This design comes from an exercise in tuning for small area on the open sky130 flow, not from production work.
RTL that was checked went through simulation tests only; none was proved equivalent to the original.
Function not checked in run 4: the RTL went through the layout flow alone.
No activity file was given, so power comes from the tool's default toggle rates. The clock port is modelled as an ideal driver; clocking choices that lean on that would not hold on a real chip.

### flow/config.mk
export PLATFORM = sky130hd
export DESIGN_NAME = keyed_dirty_point_store_top
export DESIGN_NICKNAME = keyed_dirty_point_store_top
export VERILOG_FILES = /design/flow/design.v
export SDC_FILE = /design/flow/constraint.sdc
export NUM_CORES = 4
export LEC_CHECK = 0
export CAP_MARGIN = 0
export CORE_MARGIN = 2
export CORE_UTILIZATION = 65
export SLEW_MARGIN = 0
export SYNTH_HIERARCHICAL = 1
### flow/constraint.sdc
create_clock -name core_clock -period 10.0 [get_ports {clk}]
set_input_delay 2.0000 -clock core_clock [delete_from_list [all_inputs] [get_ports {clk}]]
set_output_delay 2.0000 -clock core_clock [all_outputs]
set_load 0.01 [all_outputs]
### flow/design.v
module kdps_cmp (
  input  logic [31:0] a,
  input  logic [31:0] b,
  output logic        eq,
  output logic        gt
);
  logic [31:0] e;
  always_comb begin
    e  = a ~^ b;
    eq = &e;
    gt = 1'b0;
    for (int i = 0; i < 32; i++) begin
      gt = e[i] ? gt : a[i];
    end
  end
endmodule
module kdps_lane #(
  parameter int W = 8
) (
  input  logic         sa,
  input  logic         sb,
  input  logic         k,
  input  logic [W-1:0] va,
  input  logic [W-1:0] vb,
  input  logic [W-1:0] t,
  output logic [W-1:0] h_n
);
  assign h_n = ~(({W{sa}} & va) | ({W{sb}} & vb) | ({W{k}} & t));
endmodule
module keyed_dirty_point_store_top (
  input  logic        clk,
  input  logic        rst,
  input  logic        in_valid,
  output logic        in_stall,
  input  logic [2:0]  op,
  input  logic [31:0] key,
  input  logic [3:0]  byte_count,
  input  logic [63:0] value,
  output logic        out_valid,
  input  logic        out_stall,
  output logic [1:0]  status,
  output logic [63:0] read_value,
  output logic [3:0]  read_size,
  output logic [31:0] dirty_key,
  input  logic        cfg_valid,
  output logic        cfg_ready,
  input  logic [8:0]  buffer_bytes_in_use
);
  localparam int HW = 49;
  logic [32*HW-1:0] ring;
  logic [HW-1:0]    tl;
  logic [HW-1:0]    hd_n;
  logic [5:0]  pc;
  logic [3:0]  ph;
  logic        ba;
  logic        run;
  logic        fin;
  logic        f;
  logic        hb;
  logic        db;
  logic [4:0]  pt_count;
  logic [8:0]  rm;
  logic        sub;
  logic [63:0] res;
  logic        res_full;
  logic [3:0]  res_size;
  logic        vsel;
  logic        dsel;
  logic [1:0]  st;
  logic op_def, op_set, op_get, op_clr1, op_clra, op_fd, op_lk;
  logic start, act, f_in, sv, at_end, eq, gt, t_full;
  logic def_room, def_ok, wr_def, hit, wr_set_a, wr_set_b, wr_b7, get_a, get_b;
  logic fd_spec, fd_hit, clr_b, f_next;
  logic [3:0] t_size;
  logic [3:0] take;
  logic [8:0] rm_d;
  assign cfg_ready = 1'b1;
  assign tl     = ring[32*HW-1 -: HW];
  assign ph     = pc[4:1];
  assign ba     = ~pc[0];
  assign t_full = tl[48];
  assign t_size = t_full ? 4'd8 : {1'b0, tl[42:40]};
  assign op_def  = (op == 3'd0);
  assign op_set  = (op == 3'd1);
  assign op_get  = (op == 3'd2);
  assign op_clr1 = (op == 3'd3);
  assign op_clra = (op == 3'd4);
  assign op_fd   = (op == 3'd5);
  assign op_lk   = op_set | op_get | op_clr1 | op_fd;
  assign start = in_valid & ~out_valid & ~fin & ~run & (pc == 6'd32);
  assign act   = start | run;
  assign f_in  = run & f;
  assign sv    = ({1'b0, ph} < pt_count);
  kdps_cmp u_cmp (.a(key), .b(tl[31:0]), .eq(eq), .gt(gt));
  assign at_end   = act & ba & op_def & ({1'b0, ph} == pt_count);
  assign take     = (act & ba & sv) ? t_size : byte_count;
  assign rm_d     = rm - {5'd0, take};
  assign def_room = ~rm_d[8];
  assign def_ok   = at_end & ~f_in & (key != 32'hFFFF_FFFF)
                  & (byte_count != 4'd0) & (byte_count <= 4'd8) & def_room;
  assign wr_def   = def_ok;
  assign hit      = act & ba & sv & eq & (op_set | op_get | op_clr1);
  assign wr_set_a = hit & op_set;
  assign wr_b7    = wr_set_a & t_full;
  assign get_a    = hit & op_get;
  assign wr_set_b = hb & op_set;
  assign get_b    = hb & op_get;
  assign clr_b    = (hb & op_clr1) | (act & ~ba & op_clra);
  assign fd_spec  = act & ba & op_fd & sv & ~f_in;
  assign fd_hit   = act & ~ba & op_fd & sv & tl[48] & ~f_in;
  always_comb begin
    f_next = f_in | hit | fd_hit;
    if (op_def) begin
      f_next = f_in | (act & ba & sv & ~gt) | (at_end & ~def_ok)
             | (act & (pc == 6'd63) & pt_count[4]);
    end
  end
  logic k_key, k_lo, k_b7;
  assign k_key = ~(wr_def | wr_set_b | db);
  assign k_lo  = ~(wr_def | wr_set_a | wr_set_b | db);
  assign k_b7  = ~(wr_def | wr_b7 | wr_set_b | db);
  kdps_lane #(.W(32)) u_lane_kv (
    .sa(wr_def), .sb(wr_set_b), .k(k_key), .va(key), .vb(value[31:0]),
    .t(tl[31:0]), .h_n(hd_n[31:0])
  );
  kdps_lane #(.W(8)) u_lane_b64 (
    .sa(wr_set_a), .sb(wr_set_b), .k(k_lo), .va(value[55:48]), .vb(value[39:32]),
    .t(tl[39:32]), .h_n(hd_n[39:32])
  );
  kdps_lane #(.W(3)) u_lane_sz (
    .sa(wr_b7 | wr_def), .sb(wr_set_b), .k(k_b7),
    .va(wr_def ? byte_count[2:0] : value[58:56]), .vb(value[42:40]),
    .t(tl[42:40]), .h_n(hd_n[42:40])
  );
  kdps_lane #(.W(5)) u_lane_b75 (
    .sa(wr_b7), .sb(wr_set_b), .k(k_b7), .va(value[63:59]), .vb(value[47:43]),
    .t(tl[47:43]), .h_n(hd_n[47:43])
  );
  kdps_lane #(.W(1)) u_lane_fd (
    .sa(wr_def), .sb(wr_set_b), .k(~(wr_def | wr_set_b | db | clr_b)),
    .va(byte_count[3]), .vb(1'b1), .t(tl[48]), .h_n(hd_n[48])
  );
  always_ff @(posedge clk) begin
    ring <= {ring[31*HW-1:0], hd_n};
  end
  always_ff @(posedge clk) begin
    if (rst) begin
      pc        <= 6'd0;
      run       <= 1'b0;
      fin       <= 1'b0;
      hb        <= 1'b0;
      db        <= 1'b0;
      pt_count  <= 5'd0;
      rm        <= 9'd128;
      sub       <= 1'b0;
      out_valid <= 1'b0;
    end else begin
      pc  <= pc + 6'd1;
      run <= act & (pc != 6'd63);
      fin <= act & (pc == 6'd63);
      hb  <= hit;
      db  <= wr_def;
      if (fin && op_def && !f) begin
        pt_count <= pt_count + 5'd1;
      end
      if (cfg_valid) begin
        rm  <= {1'b0, buffer_bytes_in_use[8] | buffer_bytes_in_use[7],
                buffer_bytes_in_use[6:0] & {7{~buffer_bytes_in_use[8]}}};
        sub <= 1'b1;
      end else if ((act && ba && sv && sub) || wr_def) begin
        rm <= rm_d;
      end
      if (fin) begin
        sub <= 1'b0;
      end
      if (fin) begin
        out_valid <= 1'b1;
      end else if (!out_stall) begin
        out_valid <= 1'b0;
      end
    end
  end
  always_ff @(posedge clk) begin
    if (act) begin
      f <= f_next;
    end
    if (get_a) begin
      res[63:48] <= tl[47:32];
      res_full   <= tl[48];
    end
    if (get_b) begin
      res[47:32] <= tl[47:32];
    end
    if (get_b || fd_spec) begin
      res[31:0] <= tl[31:0];
    end
    if (fin) begin
      vsel <= op_get & f;
      dsel <= op_fd & f;
      st   <= {op_def & f, op_lk & ~f};
    end
  end
  assign in_stall = ~fin;
  assign status   = st;
  assign res_size = res_full ? 4'd8 : {1'b0, res[58:56]};
  always_comb begin
    for (int b = 0; b < 8; b++) begin
      read_value[8*b +: 8] = (vsel && (4'(b) < res_size)) ? res[8*b +: 8] : 8'd0;
    end
  end
  assign read_size = vsel ? res_size : 4'd0;
  assign dirty_key = dsel ? res[31:0] : 32'hFFFF_FFFF;
endmodule
### flow/flow/run.sh
#!/bin/bash
# standard layout with the smallest buffer on the ports and tuned clock tree; logs to this folder
export BUFFER_PORTS_ARGS="-buffer_cell sky130_fd_sc_hd__buf_1"
export CTS_ARGS="-sink_clustering_enable -sink_clustering_size 34 -sink_clustering_max_diameter 300 -buf_list sky130_fd_sc_hd__clkbuf_16 -repair_clock_nets -dont_use_dummy_load"
bash standard.sh > standard.log 2>&1
### flow/standard.sh
#!/bin/bash
# synth_recipe.tcl (not shown) runs the flow's synth.tcl, then flattens the netlist and writes it again
# the make line also repeats each setting of config.mk as NAME=value (left out here)
make -C /OpenROAD-flow-scripts/flow DESIGN_CONFIG=/design/flow/config.mk WORK_HOME=/design/flow/orfs CLKGATE_MAP_FILE= SYNTH_SCRIPT=/design/flow/synth_recipe.tcl "${@:-finish}"
==> impl_metrics.env, run 1 <==
export IMPL_yosysSeqAreaShare_pct=91.0
export IMPL_start_util_pct=66.0
export IMPL_finalCritPeriodShare_pct=69.4
export IMPL_ir_drop_v=0.000203
export IMPL_vias=15500
export IMPL_groute_usage_overall_pct=21.0
export IMPL_clock_sinks=1664
export IMPL_io_buffer_count=220
export IMPL_h_tree_depth=2
export IMPL_holdBufCountCts=0
export IMPL_post_cts_resized=0
export IMPL_synth_cells=2164
export IMPL_coreArea_um2=56600
export IMPL_cts_root_buf="clkbuf_16"
export IMPL_slew_violations=0
export IMPL_cts_buffers=54
export IMPL_nFillCells=3376
export IMPL_worstPathArrival_ns=7.45
export IMPL_synthMuxAreaShare_pct=0.107
export IMPL_synth_compound_area_share_pct=3.10
export IMPL_layout_nets=2554
export IMPL_synth_main_ff_cell="dfxtp_1"
export IMPL_grt_overflow=0
export IMPL_worstSetupStartpointType="input pin"
export IMPL_setup_tns_ns=0
export IMPL_synth_top_family_by_area="simple AND/OR/NAND/NOR gates"
export IMPL_yosys_area_share_simple_pct=4.13
export IMPL_tightest_slew_ns=1.21
export IMPL_drt_pass1_iter_count=6
export IMPL_cp_end_kind="register"
export IMPL_worstPathMaxFanout=44
export IMPL_hold_violations=0
export IMPL_crit_slowest_cell="nor3_2"
export IMPL_crit_chain="buf_1 > nor4b_2 > a41oi_2 > nor3_2 > nand3b_1 > o21ai_0 > ha_1 > inv_1 > fa_1 > a21o_1 > a211oi_2 > xnor2_1 > nand3_2 > inv_2 > or3_4 > inv_1 > a222oi_1"
export IMPL_cts_setup_buffers=0
export IMPL_synth_area_per_cell_um2=17.3
export IMPL_design_area_um2=40400
export IMPL_synth_largest_area_cell="dfxtp_1"
export IMPL_drc=0
export IMPL_wl_per_cell_um=19.5
export IMPL_max_stage_delay_ns=0.80
export IMPL_dp_slack_ns=2.46
export IMPL_setup_violations=0
export IMPL_fin_worst_skew_ns=0.0575
export IMPL_status="timing/DRC/antenna clean"
export IMPL_viasPerCell=4.86
export IMPL_wirelength_mm=62.1
export IMPL_cp_top_family="simple AND/OR/NAND/NOR gates"
export IMPL_critical_path_class="input pin to register"
export IMPL_postPlaceCellArea_um2=39100
export IMPL_period_needed_ns=6.94
export IMPL_max_freq_mhz=144
export IMPL_synth_top_area_share_pct=85.4
export IMPL_hold_slack_ns=0.281
export IMPL_synth_distinct_cells=69
export IMPL_final_util_pct=71.4
export IMPL_synth_edf_count=70
export IMPL_min_from="ring[269]"
export IMPL_cp_num_buf_inv=4
export IMPL_grt_pass1_wl_mm=93.6
export IMPL_core_rowCount=87
export IMPL_cts_tree="done"
export IMPL_antenna_found_initial=7
export IMPL_clockBufferDepth=3
export IMPL_setup_ws_ns=3.06
export IMPL_power_leakage_nw=16.0
export IMPL_r2r_start="pc[3]"
export IMPL_io_pins=222
export IMPL_multiInputGateArea_um2=3080
export IMPL_cellPowerDensity_nw_per_um2=235
export IMPL_synthArstFlopShare_pct=0
export IMPL_netlist_area_um2=37400
export IMPL_place_inst=3124
export IMPL_cap_viol_max_count=0
export IMPL_grt_pass1_vias=16000
export IMPL_synth_seq_cells=1664
export IMPL_die_y_um=244
export IMPL_gp_congestion=0.864
export IMPL_synth_xor_area_share_pct=0.375
export IMPL_setup_worst_path_start="in_valid"
export IMPL_drtAntennaViolNets=0
export IMPL_drive_gt1_share_pct=3.55
export IMPL_power_total_mw=9.48
export IMPL_drtIter0Drc=1152
export IMPL_cpMostUsedCell="inv_1"
export IMPL_clk_pin_slew_worst_paths_ns=0.12
export IMPL_dp_final_hpwl_mm=38.7
export IMPL_yosys_top_cells_area="dfxtp_1 85%, edfxtp_1 5.6%, a222oi_1 1.3%, and2_1 0.79%, nand2b_1 0.70%"
export IMPL_area_delta_synth_final_pct=8.14
export IMPL_synth_fa_ha_area_share_pct=0.455
export IMPL_clock_latency_ns=0.66
export IMPL_rsz0062_at_grt="no"
export IMPL_grt_max_degree=51
export IMPL_ys_warn_count=8
export IMPL_final_cell_count_no_fill=3182
export IMPL_hold_path_class="register to register"
export IMPL_die_x_um=244
export IMPL_cp_required_ns=10.50
export IMPL_relSlewSlack_pct=19.2
export IMPL_seqCellArea_um2=34000
export IMPL_die_area_um2=59500
-- registers in the layout, indices dropped and copies added, names as in the netlist --
name	count
ring	1568
rm	9
hb	1
pt_count	5
res	64
dsel	1
f	1
res_full	1
st	2
fin	1
db	1
run	1
vsel	1
sub	1
out_valid	1
pc	6
-- metal layers --
layer	up-vias	global-route usage, %	wire length [um]
li1	7523	-	-
met1	7501	28.6	27900
met2	313	34.2	29600
met3	117	3.10	2390
met4	4	8.63	2290
met5	-	0	26
-- power breakdown --
part | internal [mW] | total [mW] | switching [mW]
clock network | 0.982 | 2.72 | 1.74
registers | 6.67 | 6.67 | 0.00475
logic | 0.0334 | 0.0855 | 0.0520
-- worst register-to-register path: cells and delay by family, from the launching register on --
kind            cells  cell delay [ns]
xor+xnor            1             0.19
flops               1             0.47
fa+ha+maj           3             0.92
compound gates      6             1.44
buf+inv             3             1.32
simple gates        4             1.52
-- cell families (layout without fill, tap and decap cells) --
family	after synthesis	in the layout
other	1	6
AOI/OAI and AO/OA	140	140
DFF	1664	1664
xor gates and xnor gates	16	16
adders and majority gates	13	13
muxes	4	4
and+or+nand+nor	260	260
buffers and inverters	66	323
-- cells in the mapped netlist, types with 12 or more instances --
master and instances:
edfxtp_1 70, nor2b_1 39, a21oi_1 19, and2_1 47
nor2_1 29, nand2b_1 42, ha_1 12, nor3_1 12
inv_1 40, nand4_1 14, a222oi_1 49, dfxtp_1 1594
nand2_1 26, and3_1 13
-- cells in the final DEF (no fill, tap or decap), types with 3 or more instances in the layout --
master	instances
dfxtp_1	1594
buf_1	220
edfxtp_1	70
clkbuf_16	54
a222oi_1	49
and2_1	46
nand2b_1	42
inv_1	40
nor2b_1	38
nor2_1	29
nand2_1	26
a21oi_1	19
nand4_1	14
and3_1	13
nor3_1	12
ha_1	12
o21ai_0	9
xnor2_1	9
o22ai_1	8
a211oi_1	7
xor2_1	7
a22oi_1	7
buf_4	7
nand3_1	6
o21a_1	5
nand3b_1	5
diode_2	4
mux2i_1	4
o211ai_1	4
nand4b_1	3
nor4_1	3
a221oi_1	3
nor3b_1	3
or2_2	3
o31ai_1	3
o2bb2ai_1	3
-- final timing paths --
path | slack [ns] | end | cells after the start
worst max-delay path | 3.06 | ring[20] | 17
worst min-delay path | 0.28 | ring[318] | 0
worst max register to register | 3.98 | ring[20] | 17
worst min register to register | 0.28 | ring[318] | 0
-- final cells by class --
class	count	area share, %
well taps	756	2.34
multi-input cells	435	7.61
diodes	4	0.0248
inverters	42	0.390
clock buffers	54	3.34
flip-flops and latches	1664	84.1
repair buffers	227	2.17
-- per-module statistics from Yosys (local to each module, per instance), a selection --
module	times used	cells inside	cell area (um2)	flops+latches
kdps_cmp	1	118	726	0
keyed_dirty_point_store_top	1	1986	36100	1664
==> inputs of run 2 (changes only) <==
--- a/flow/design.v
+++ b/flow/design.v
@@ -63,4 +63,4 @@
   logic        sub;
-  logic [63:0] res;
-  logic        res_full;
+  logic [63:0] res_n;
+  logic        res_full_n;
   logic [3:0]  res_size;
@@ -187,10 +187,10 @@
     if (get_a) begin
-      res[63:48] <= tl[47:32];
-      res_full   <= tl[48];
+      res_n[63:48] <= hd_n[47:32];
+      res_full_n   <= hd_n[48];
     end
     if (get_b) begin
-      res[47:32] <= tl[47:32];
+      res_n[47:32] <= hd_n[47:32];
     end
     if (get_b || fd_spec) begin
-      res[31:0] <= tl[31:0];
+      res_n[31:0] <= hd_n[31:0];
     end
@@ -204,6 +204,6 @@
   assign status   = st;
-  assign res_size = res_full ? 4'd8 : {1'b0, res[58:56]};
+  assign res_size = !res_full_n ? 4'd8 : {1'b0, ~res_n[58:56]};
   always_comb begin
     for (int b = 0; b < 8; b++) begin
-      read_value[8*b +: 8] = (vsel && (4'(b) < res_size)) ? res[8*b +: 8] : 8'd0;
+      read_value[8*b +: 8] = ~(res_n[8*b +: 8] | {8{~(vsel && (4'(b) < res_size))}});
     end
@@ -211,3 +211,3 @@
   assign read_size = vsel ? res_size : 4'd0;
-  assign dirty_key = dsel ? res[31:0] : 32'hFFFF_FFFF;
+  assign dirty_key = ~(res_n[31:0] & {32{dsel}});
 endmodule
--- a/flow/config.mk
+++ b/flow/config.mk
@@ -9,3 +9,3 @@
 export CORE_MARGIN = 2
-export CORE_UTILIZATION = 65
+export CORE_UTILIZATION = 60
 export SLEW_MARGIN = 0
==> impl_metrics.env, run 2 <==
export IMPL_hold_slack_ns=0.263
export IMPL_cap_viol_max_count=0
export IMPL_largest_register="ring"
export IMPL_cpMostUsedCell="inv_1"
export IMPL_synthMuxAreaShare_pct=0.135
export IMPL_die_area_um2=63900
export IMPL_drt_pass1_iter_count=7
export IMPL_h_tree_depth=2
export IMPL_groute_usage_overall_pct=17.6
export IMPL_post_cts_resized=0
export IMPL_synth_area_per_cell_um2=17.2
export IMPL_cp_num_buf_inv=4
export IMPL_drc=0
export IMPL_hold_path_class="register to register"
export IMPL_synth_compound_area_share_pct=3.02
export IMPL_critical_path_class="input pin to register"
export IMPL_r2r_setup_slack_ns=4.64
export IMPL_synth_fa_ha_area_share_pct=0.459
export IMPL_r2r_cells=17
export IMPL_clk_pin_slew_worst_paths_ns=0.12
export IMPL_seqCellArea_um2=34000
export IMPL_yosys_top_cells_area="dfxtp_1 86%, edfxtp_1 5.7%, a222oi_1 1.3%, nor2_1 1.0%, nand2_1 0.68%"
export IMPL_fin_worst_skew_ns=0.0727
export IMPL_clockBufferDepth=3
export IMPL_worstPathMaxFanout=39
export IMPL_ys_warn_count=8
export IMPL_cts_root_buf="clkbuf_16"
export IMPL_synth_top_area_share_pct=86.0
export IMPL_yosysSeqAreaShare_pct=91.7
export IMPL_synth_main_ff_cell="dfxtp_1"
export IMPL_drtAntennaViolNets=0
export IMPL_io_pins=222
export IMPL_wirelength_mm=56.4
export IMPL_cp_required_ns=10.37
export IMPL_die_y_um=253
export IMPL_reg2reg_to="res_n[25]"
export IMPL_place_inst=3159
export IMPL_nFillCells=4375
export IMPL_dp_final_hpwl_mm=36.6
export IMPL_coreArea_um2=61500
export IMPL_design_area_um2=40200
export IMPL_worstPathArrival_ns=6.68
export IMPL_core_rowCount=91
export IMPL_hold_depth=0
export IMPL_setup_violations=0
export IMPL_setup_tns_ns=0
export IMPL_antenna_found_initial=4
export IMPL_hold_end="ring[869]"
export IMPL_synth_largest_area_cell="dfxtp_1"
export IMPL_grt_pass1_wl_mm=85.2
export IMPL_hold_violations=0
export IMPL_final_common_cell="dfxtp_1"
export IMPL_cp_end_kind="register"
export IMPL_synthArstFlopShare_pct=0
export IMPL_start_util_pct=60.4
export IMPL_min_from="ring[820]"
export IMPL_postPlaceCellArea_um2=38800
export IMPL_wl_per_cell_um=17.6
export IMPL_drive_gt1_share_pct=3.51
export IMPL_largest_reg_flops=1568
export IMPL_power_leakage_nw=15.9
export IMPL_crit_slowest_cell="and3_2"
export IMPL_slew_violations=0
export IMPL_cellPowerDensity_nw_per_um2=235
export IMPL_netlist_area_um2=37100
export IMPL_yosys_area_share_simple_pct=3.53
export IMPL_multiInputGateArea_um2=2810
export IMPL_io_buffer_count=220
export IMPL_grt_pass1_vias=14800
export IMPL_clock_sinks=1664
export IMPL_synth_xor_area_share_pct=0.378
export IMPL_gp_congestion=0.856
export IMPL_layout_nets=2555
export IMPL_clock_latency_ns=0.66
export IMPL_synth_edf_count=70
export IMPL_max_freq_mhz=159
export IMPL_holdBufCountCts=0
export IMPL_cp_top_family="simple AND/OR/NAND/NOR gates"
export IMPL_final_cell_count_no_fill=3214
export IMPL_cts_setup_buffers=0
export IMPL_drtIter0Drc=1304
export IMPL_tightest_slew_ns=1.13
export IMPL_layout_common_cells="1594 x dfxtp_1, 220 x buf_1, 102 x nor2_1"
export IMPL_worstSetupStartpointType="input pin"
export IMPL_cts_tree="done"
export IMPL_rsz0062_at_grt="no"
export IMPL_viasPerCell=4.79
export IMPL_synth_distinct_cells=63
export IMPL_synth_top_family_by_area="simple AND/OR/NAND/NOR gates"
export IMPL_grt_max_degree=50
export IMPL_synth_most_common_cell="dfxtp_1"
export IMPL_setup_worst_path_start="in_valid"
export IMPL_grt_overflow=0
export IMPL_die_x_um=253
export IMPL_crit_chain="buf_1 > nor4b_4 > a41oi_4 > nor3_4 > nand3b_1 > o21ai_0 > ha_1 > inv_1 > fa_1 > a21o_1 > a211oi_2 > xnor2_1 > and3_2 > or3_4 > inv_1 > buf_4 > a222oi_1"
export IMPL_vias=15400
export IMPL_largest_registers="ring x1568, res_n x64, rm x9"
export IMPL_finalCritPeriodShare_pct=63.0
export IMPL_area_delta_synth_final_pct=8.33
export IMPL_status="timing/DRC/antenna clean"
export IMPL_relSlewSlack_pct=24.2
export IMPL_r2r_start="pc[4]"
export IMPL_max_stage_delay_ns=0.90
export IMPL_synth_seq_cells=1664
export IMPL_cts_buffers=54
export IMPL_synth_cells=2162
export IMPL_synth_common_cells="1594 x dfxtp_1, 103 x nor2_1, 70 x edfxtp_1"
export IMPL_period_needed_ns=6.30
export IMPL_ir_drop_v=0.000214
run 2: final cells by class:
cell class / instances / share of cell area, %
sequential: 1664 / 84.6
multi-input combinational: 435 / 6.99
clock buffer: 54 / 3.36
tap: 790 / 2.46
timing repair buffer: 227 / 2.18
inverter: 43 / 0.401
antenna: 1 / 0.00622
run 2: power by group:
group          total, mW  switching (mW)  leakage, nW  internal, mW
Combinational     0.0802          0.0497         1.70        0.0304
Sequential          6.67         0.00471         13.6          6.67
Clock               2.70            1.72        0.665         0.980
run 2: kinds of logic (layout without fill, tap and decap cells):
logic type | Yosys count | count (layout)
compound gates | 132 | 132
simple gates | 267 | 267
other cells | 1 | 3
mux | 5 | 5
xor+xnor | 16 | 16
fa+ha+maj | 13 | 13
flops | 1664 | 1664
buf+inv | 64 | 324
run 2: per-stage QoR:
step	worst slack (ns)	total power [mW]	util, %
5_1_grt	3.37	9.77	65.4
4_1_cts	3.69	9.53	65.4
3_5_place_dp	3.06	6.90	63.2
6_report	3.70	9.45	65.4
3_3_place_gp	3.08	6.90	63.2
2_1_floorplan	4.44	6.86	-
run 2: per-layer routing:
| metal | track usage [%] | vias up | routed length [um] |
|---|---|---|---|
| met2 | 25.3 | 452 | 23100 |
| li1 | - | 7511 | - |
| met5 | 0 | - | 40 |
| met4 | 5.16 | 6 | 1290 |
| met3 | 3.88 | 99 | 3950 |
| met1 | 26.8 | 7341 | 28100 |
run 2: worst reg2reg max path: cells and delay by family (launching register included):
| family | cells | cell delay, ns |
|---|---|---|
| xor gates and xnor gates | 1 | 0.20 |
| AOI/OAI and AO/OA | 6 | 1.37 |
| adders and majority gates | 3 | 0.97 |
| DFF | 1 | 0.37 |
| and+or+nand+nor | 4 | 1.80 |
| buffers and inverters | 3 | 0.37 |
run 2: worst max-delay path by stage:
stage / endpoint / slack, ns / cells past startpoint
after floorplan: res_n[41] / 4.44 / 16
after global placement: res_n[38] / 3.08 / 16
after detailed placement: res_n[33] / 3.06 / 16
after CTS: res_n[33] / 3.69 / 16
after global routing: res_n[10] / 3.37 / 17
final: res_n[25] / 3.70 / 17
run 2: modules after synthesis, one instance, submodules excluded, excerpt:
module	times used	flops+latches	cells	area [um2]
kdps_cmp	1	0	118	726
keyed_dirty_point_store_top	1	1664	1984	35800
==> inputs of run 3 (changes only) <==
--- a/flow/config.mk
+++ b/flow/config.mk
@@ -9,3 +9,3 @@
 export CORE_MARGIN = 2
-export CORE_UTILIZATION = 60
+export CORE_UTILIZATION = 65
 export SLEW_MARGIN = 0
==> impl_metrics.env, run 3 <==
export IMPL_status="timing/DRC/antenna clean"
export IMPL_largest_registers="ring x1568, res_n x64, rm x9"
export IMPL_viasPerCell=4.86
export IMPL_hold_violations=0
export IMPL_yosys_top_cells_area="dfxtp_1 86%, edfxtp_1 5.7%, a222oi_1 1.3%, nor2_1 1.0%, nand2_1 0.68%"
export IMPL_cp_end_kind="register"
export IMPL_h_tree_depth=2
export IMPL_clk_pin_slew_worst_paths_ns=0.12
export IMPL_synth_top_area_share_pct=86.0
export IMPL_synth_common_cells="1594 x dfxtp_1, 103 x nor2_1, 70 x edfxtp_1"
export IMPL_die_x_um=243
export IMPL_synth_largest_area_cell="dfxtp_1"
export IMPL_io_pins=222
export IMPL_area_delta_synth_final_pct=8.24
export IMPL_cellPowerDensity_nw_per_um2=236
export IMPL_synth_area_per_cell_um2=17.2
export IMPL_ys_warn_count=8
export IMPL_coreArea_um2=56400
export IMPL_tightest_slew_ns=1.19
export IMPL_crit_chain="buf_1 > nor4b_4 > a41oi_4 > nor3_4 > nand3b_1 > o21ai_0 > ha_1 > inv_1 > fa_1 > a21o_1 > a211oi_2 > xnor2_1 > and3_2 > or3_4 > inv_1 > buf_4 > a222oi_1"
export IMPL_netlist_area_um2=37100
export IMPL_cpMostUsedCell="inv_1"
export IMPL_finalCritPeriodShare_pct=63.1
export IMPL_antenna_found_initial=5
export IMPL_period_needed_ns=6.31
export IMPL_synth_seq_cells=1664
export IMPL_power_frac_clock_pct=28.7
export IMPL_dp_final_hpwl_mm=37.0
export IMPL_cap_viol_max_count=0
export IMPL_synthArstFlopShare_pct=0
export IMPL_seqPwrFrac_pct=70.5
export IMPL_largest_register="ring"
export IMPL_setup_tns_ns=0
export IMPL_slew_violations=0
export IMPL_power_leakage_nw=15.9
export IMPL_cts_root_buf="clkbuf_16"
export IMPL_synth_main_ff_cell="dfxtp_1"
export IMPL_max_freq_mhz=158
export IMPL_drive_gt1_share_pct=3.51
export IMPL_internal_power_mw=7.68
export IMPL_gp_congestion=0.859
export IMPL_die_area_um2=59000
export IMPL_synth_edf_count=70
export IMPL_fin_worst_skew_ns=0.0736
export IMPL_cts_setup_buffers=0
export IMPL_cp_required_ns=10.40
export IMPL_ir_drop_v=0.000199
export IMPL_drt_pass1_iter_count=8
export IMPL_drc=0
export IMPL_cts_tree="done"
export IMPL_wirelength_mm=58.4
export IMPL_grt_max_degree=51
export IMPL_max_stage_delay_ns=0.89
export IMPL_wl_per_cell_um=18.4
export IMPL_worstPathArrival_ns=6.71
export IMPL_dp_slack_ns=3.10
export IMPL_hold_slack_ns=0.271
export IMPL_clockBufferDepth=3
export IMPL_grt_overflow=0
export IMPL_core_rowCount=87
export IMPL_yosysSeqAreaShare_pct=91.7
export IMPL_largest_reg_flops=1568
export IMPL_grt_pass1_wl_mm=89.0
export IMPL_start_util_pct=65.8
export IMPL_cts_buffers=54
export IMPL_switching_share_pct=18.9
export IMPL_setup_ws_ns=3.69
export IMPL_post_cts_resized=0
export IMPL_clock_sinks=1664
export IMPL_layout_common_cells="1594 x dfxtp_1, 220 x buf_1, 102 x nor2_1"
export IMPL_groute_usage_overall_pct=19.8
export IMPL_relSlewSlack_pct=20.1
export IMPL_setup_violations=0
export IMPL_io_buffer_count=220
export IMPL_vias=15500
export IMPL_final_common_cell="dfxtp_1"
export IMPL_worstSetupStartpointType="input pin"
export IMPL_critical_path_class="input pin to register"
export IMPL_power_net_switching_mw=1.79
export IMPL_layout_nets=2556
export IMPL_synth_cells=2162
export IMPL_synth_distinct_cells=63
export IMPL_hold_path_class="register to register"
export IMPL_rsz0062_at_grt="no"
export IMPL_synth_most_common_cell="dfxtp_1"
export IMPL_clock_latency_ns=0.67
export IMPL_holdBufCountCts=0
export IMPL_drtIter0Drc=1154
export IMPL_worstPathMaxFanout=39
export IMPL_grt_pass1_vias=15300
export IMPL_comb_power_share_pct=0.9
export IMPL_drtAntennaViolNets=0
export IMPL_crit_slowest_cell="and3_2"
export IMPL_die_y_um=243
==> run 3: path summary, 6_finish.rpt <==
path	startpoint	end	slack [ns]	cells past startpoint
max reg2reg	pt_count[3]	res_n[0]	4.60	18
max	in_valid	res_n[0]	3.69	17
min reg2reg	ring[514]	ring[563]	0.27	0
min	ring[514]	ring[563]	0.27	0
==> run 3: metrics by stage <==
stage                     total power [mW]  instance area [um2]  instances  util (%)
after floorplan                       6.86                37100       2163         -
after global placement                6.90                38800       3126      68.8
after detailed placement              6.90                38800       3126      68.8
after global routing                  9.76                40200       3181      71.2
after CTS                             9.53                40200       3180      71.2
final                                 9.46                40200       3182      71.2
==> run 3: worst max-delay path: cells and delay by family <==
family,cells,cell delay (ns)
AND/OR/NAND/NOR,5,2.05
XOR/XNOR,1,0.21
adder cells (fa/ha/maj),2,0.65
buffers and inverters,4,0.50
AO/OA/AOI/OAI,5,1.26
==> run 3: routing by layer <==
layer	GRT usage, %	share of wire [%]	vias up
met3	3.68	6.5	96
met4	6.33	2.8	4
met1	29.9	49	7372
met2	29.3	42	475
met5	0	0.044	-
li1	-	-	7503
==> run 3: area by class of cell <==
type,instances,area (um2)
fill,3674,16200
timing repair buffer,228,886
sequential,1664,34000
tap,756,946
inverter,43,161
clock buffer,54,1350
antenna,2,5.00
multi-input combinational,435,2810
==> run 3: kinds of logic after synthesis <==
| kind of cell | synth area share [%] |
|---|---|
| buffers and inverters | 0.823 |
| other | 0.0101 |
| AOI/OAI and AO/OA | 3.02 |
| adders and majority gates | 0.459 |
| and+or+nand+nor | 3.53 |
| xor gates and xnor gates | 0.378 |
| muxes | 0.135 |
| DFF | 91.7 |
==> run 3: power by group through the flow <==
| stage | clock (mW) | combinational (mW) | sequential (mW) |
|---|---|---|---|
| floorplan | 0 | 0.0395 | 6.82 |
| global placement | 0 | 0.0793 | 6.82 |
| detailed placement | 0 | 0.0793 | 6.82 |
| CTS | 2.78 | 0.0800 | 6.67 |
| global route | 3.00 | 0.0895 | 6.68 |
| finish | 2.71 | 0.0806 | 6.67 |
==> run 3: per-module statistics from Yosys, one instance, submodules excluded, a selection <==
module / copies in the design / flops+latches
keyed_dirty_point_store_top: 1 / 1664
kdps_cmp: 1 / 0
==> inputs of run 4 (changes only) <==
--- a/flow/design.v
+++ b/flow/design.v
@@ -28,2 +28,18 @@
   assign h_n = ~(({W{sa}} & va) | ({W{sb}} & vb) | ({W{k}} & t));
+endmodule
+module kdps_sub (
+  input  logic [8:0] a,
+  input  logic [3:0] b,
+  output logic [8:0] d
+);
+  logic [8:0] bb;
+  logic [9:0] bo;
+  always_comb begin
+    bb    = {5'd0, b};
+    bo[0] = 1'b0;
+    for (int i = 0; i < 9; i++) begin
+      d[i]    = a[i] ^ bb[i] ^ bo[i];
+      bo[i+1] = (~a[i] & bb[i]) | (~(a[i] ^ bb[i]) & bo[i]);
+    end
+  end
 endmodule
@@ -96,3 +112,3 @@
   assign take     = (act & ba & sv) ? t_size : byte_count;
-  assign rm_d     = rm - {5'd0, take};
+  kdps_sub u_sub (.a(rm), .b(take), .d(rm_d));
   assign def_room = ~rm_d[8];
==> impl_metrics.env, run 4 <==
export IMPL_grt_overflow=0
export IMPL_rsz0062_at_grt="no"
export IMPL_worstSetupStartpointType="input pin"
export IMPL_clockBufferDepth=3
export IMPL_ys_warn_count=9
export IMPL_netlist_area_um2=37100
export IMPL_synth_top_family_by_area="simple AND/OR/NAND/NOR gates"
export IMPL_largest_registers="ring x1568, res_n x64, rm x9"
export IMPL_synth_compound_area_share_pct=3.10
export IMPL_hold_end="ring[234]"
export IMPL_dp_slack_ns=2.16
export IMPL_synth_area_per_cell_um2=17.2
export IMPL_die_x_um=243
export IMPL_max_stage_delay_ns=0.66
export IMPL_cp_required_ns=10.34
export IMPL_cellPowerDensity_nw_per_um2=235
export IMPL_finalCritPeriodShare_pct=72.5
export IMPL_clock_sinks=1664
export IMPL_grt_max_degree=35
export IMPL_yosys_top_cells_area="dfxtp_1 86%, edfxtp_1 5.7%, a222oi_1 1.3%, nor2_1 1.0%, inv_1 0.62%"
export IMPL_period_needed_ns=7.25
export IMPL_cpMostUsedCell="ha_1"
export IMPL_max_freq_mhz=138
export IMPL_layout_nets=2562
export IMPL_worstPathMaxFanout=11
export IMPL_die_area_um2=59000
export IMPL_cts_setup_buffers=0
export IMPL_setup_ws_ns=2.75
export IMPL_grt_pass1_wl_mm=86.4
export IMPL_post_cts_resized=0
export IMPL_critical_path_class="input pin to register"
export IMPL_fin_worst_skew_ns=0.0353
export IMPL_synth_common_cells="1594 x dfxtp_1, 100 x nor2_1, 70 x edfxtp_1"
export IMPL_dp_final_hpwl_mm=36.1
export IMPL_clock_latency_ns=0.64
export IMPL_cap_viol_max_count=0
export IMPL_status="timing/DRC/antenna clean"
export IMPL_synth_seq_cells=1664
export IMPL_slew_violations=0
export IMPL_layout_common_cells="1594 x dfxtp_1, 220 x buf_1, 97 x nor2_1"
export IMPL_antenna_found_initial=6
export IMPL_synth_distinct_cells=66
export IMPL_yosys_area_share_simple_pct=3.17
export IMPL_h_tree_depth=2
export IMPL_yosysSeqAreaShare_pct=91.7
export IMPL_area_delta_synth_final_pct=8.31
export IMPL_r2r_cells=21
export IMPL_r2r_setup_slack_ns=3.70
export IMPL_synth_fa_ha_area_share_pct=0.600
export IMPL_io_buffer_count=220
export IMPL_drtIter0Drc=1134
export IMPL_final_common_cell="dfxtp_1"
export IMPL_holdBufCountCts=0
export IMPL_worstPathArrival_ns=7.58
export IMPL_coreArea_um2=56400
export IMPL_min_from="ring[185]"
export IMPL_tightest_slew_ns=1.25
export IMPL_r2r_start="fin"
export IMPL_hold_depth=0
export IMPL_largest_reg_flops=1568
export IMPL_hold_violations=0
export IMPL_nFillCells=3611
export IMPL_vias=15200
export IMPL_cp_num_buf_inv=4
export IMPL_groute_usage_overall_pct=19.2
export IMPL_drive_gt1_share_pct=3.58
export IMPL_hold_path_class="register to register"
export IMPL_wl_per_cell_um=17.8
export IMPL_synth_top_area_share_pct=86.0
export IMPL_synth_edf_count=70
export IMPL_grt_pass1_vias=14900
export IMPL_relSlewSlack_pct=16.9
export IMPL_crit_slowest_cell="a2111oi_1"
export IMPL_wirelength_mm=56.6
export IMPL_cp_top_family="compound AO/OA/AOI/OAI gates"
export IMPL_synth_most_common_cell="dfxtp_1"
export IMPL_synth_largest_area_cell="dfxtp_1"
export IMPL_cts_tree="done"
export IMPL_clk_pin_slew_worst_paths_ns=0.12
export IMPL_drc=0
export IMPL_synth_main_ff_cell="dfxtp_1"
export IMPL_synthArstFlopShare_pct=0
export IMPL_viasPerCell=4.76
export IMPL_setup_violations=0
export IMPL_power_leakage_nw=16.0
export IMPL_synth_cells=2163
export IMPL_io_pins=222
export IMPL_die_y_um=243
export IMPL_gp_congestion=0.863
export IMPL_setup_tns_ns=0
export IMPL_largest_register="ring"
export IMPL_drt_pass1_iter_count=6
export IMPL_reg2reg_to="res_n[61]"
export IMPL_cts_buffers=54
export IMPL_crit_chain="buf_1 > nor4b_2 > a41oi_2 > nor4_2 > buf_4 > o21ai_0 > ha_1 > inv_1 > fa_1 > inv_1 > fa_1 > fa_1 > ha_1 > ha_1 > ha_1 > ha_1 > xor2_1 > a2111oi_1 > nand2_1 > nand2b_1 > a21oi_1 > a222oi_1"
export IMPL_synth_xor_area_share_pct=0.283
export IMPL_start_util_pct=65.8
export IMPL_drtAntennaViolNets=0
export IMPL_cp_end_kind="register"
export IMPL_synthMuxAreaShare_pct=0.115
export IMPL_core_rowCount=87
export IMPL_cts_root_buf="clkbuf_16"
export IMPL_ir_drop_v=0.000198
run 4: area by class of cell:
| type | instances | area [um2] | share of cell area [%] |
|---|---|---|---|
| timing repair buffer | 232 | 916 | 2.28 |
| tap | 756 | 946 | 2.35 |
| antenna | 2 | 5.00 | 0.0125 |
| clock buffer | 54 | 1350 | 3.36 |
| multi-input combinational | 415 | 2720 | 6.77 |
| sequential | 1664 | 34000 | 84.6 |
| inverter | 62 | 233 | 0.579 |
run 4: metrics by stage:
step | hold slack [ns] | power [mW] | area, um2 | util (%) | instances
floorplan | 0.310 | 6.86 | 37100 | - | 2164
global placement | 0.310 | 6.90 | 38800 | 68.9 | 3129
detailed placement | 0.312 | 6.90 | 38800 | 68.9 | 3129
CTS | 0.304 | 9.52 | 40200 | 71.3 | 3183
global route | 0.316 | 9.73 | 40200 | 71.3 | 3184
finish | 0.310 | 9.45 | 40200 | 71.3 | 3185
run 4: Yosys stat by module (local to each module, per instance), excerpt:
module | flops+latches | area, um2 | cells | times used
keyed_dirty_point_store_top | 1664 | 35600 | 1959 | 1
kdps_sub | 0 | 195 | 26 | 1
kdps_cmp | 0 | 726 | 118 | 1
run 4: cell families (layout without fill, tap and decap cells):
group	count (synthesis)	count (layout)
AOI/OAI and AO/OA	137	137
buffers and inverters	85	348
and+or+nand+nor	244	244
muxes	4	4
xor gates and xnor gates	12	12
other	1	4
DFF	1664	1664
adders and majority gates	16	16
run 4: where the power goes:
group          switching (mW)  total (mW)  internal (mW)
Combinational          0.0501      0.0802         0.0301
Clock                    1.72        2.70          0.981
Sequential            0.00334        6.67           6.67
run 4: worst max path at each step:
stage,startpoint,to,slack (ns),depth (start not counted)
floorplan,in_valid,res_n[38],3.18,22
global placement,in_valid,res_n[42],2.38,22
detailed placement,in_valid,res_n[61],2.16,22
CTS,in_valid,res_n[45],2.84,22
global route,in_valid,res_n[47],2.48,22
finish,in_valid,res_n[61],2.75,22
run 4: routing by layer:
| metal | track usage (%) | vias to the layer above | part of all wire [%] |
|---|---|---|---|
| met5 | 0 | - | 0.087 |
| met4 | 7.04 | 8 | 3.3 |
| met3 | 3.63 | 113 | 5.6 |
| met2 | 28.2 | 365 | 42 |
| met1 | 28.8 | 7162 | 49 |
| li1 | - | 7502 | - |

-- re-timing with driven ports --
No port has a modelled driver above. Below, the same layouts with a new extraction and two added sets of constraints. Step 1, drivers: a clkbuf_16 drives clk and a buf_2 each remaining input, both assumed. Step 2, shift: input delay + t, output delay - t, t = (earliest + latest rising clock arrival at the registers) / 2. This alone moves slack from input paths to output paths. Slacks: no drivers / after step 1 / after step 2; pairs: no drivers / after step 1.
run	t, ns	slack for setup (ns)	worst register clock-pin slew, ns
run 1	0.694	3.057 / 3.091 / 2.398	0.12 / 0.12
run 2	0.682	3.695 / 3.727 / 3.045	0.12 / 0.12
run 3	0.691	3.690 / 3.703 / 3.013	0.12 / 0.12
run 4	0.685	2.754 / 2.792 / 2.107	0.12 / 0.12
After both steps setup and hold are still met in every run listed. The setup slack of run 3, which loses most, moves by +0.013 ns with the drivers and by -0.677 ns with both steps.
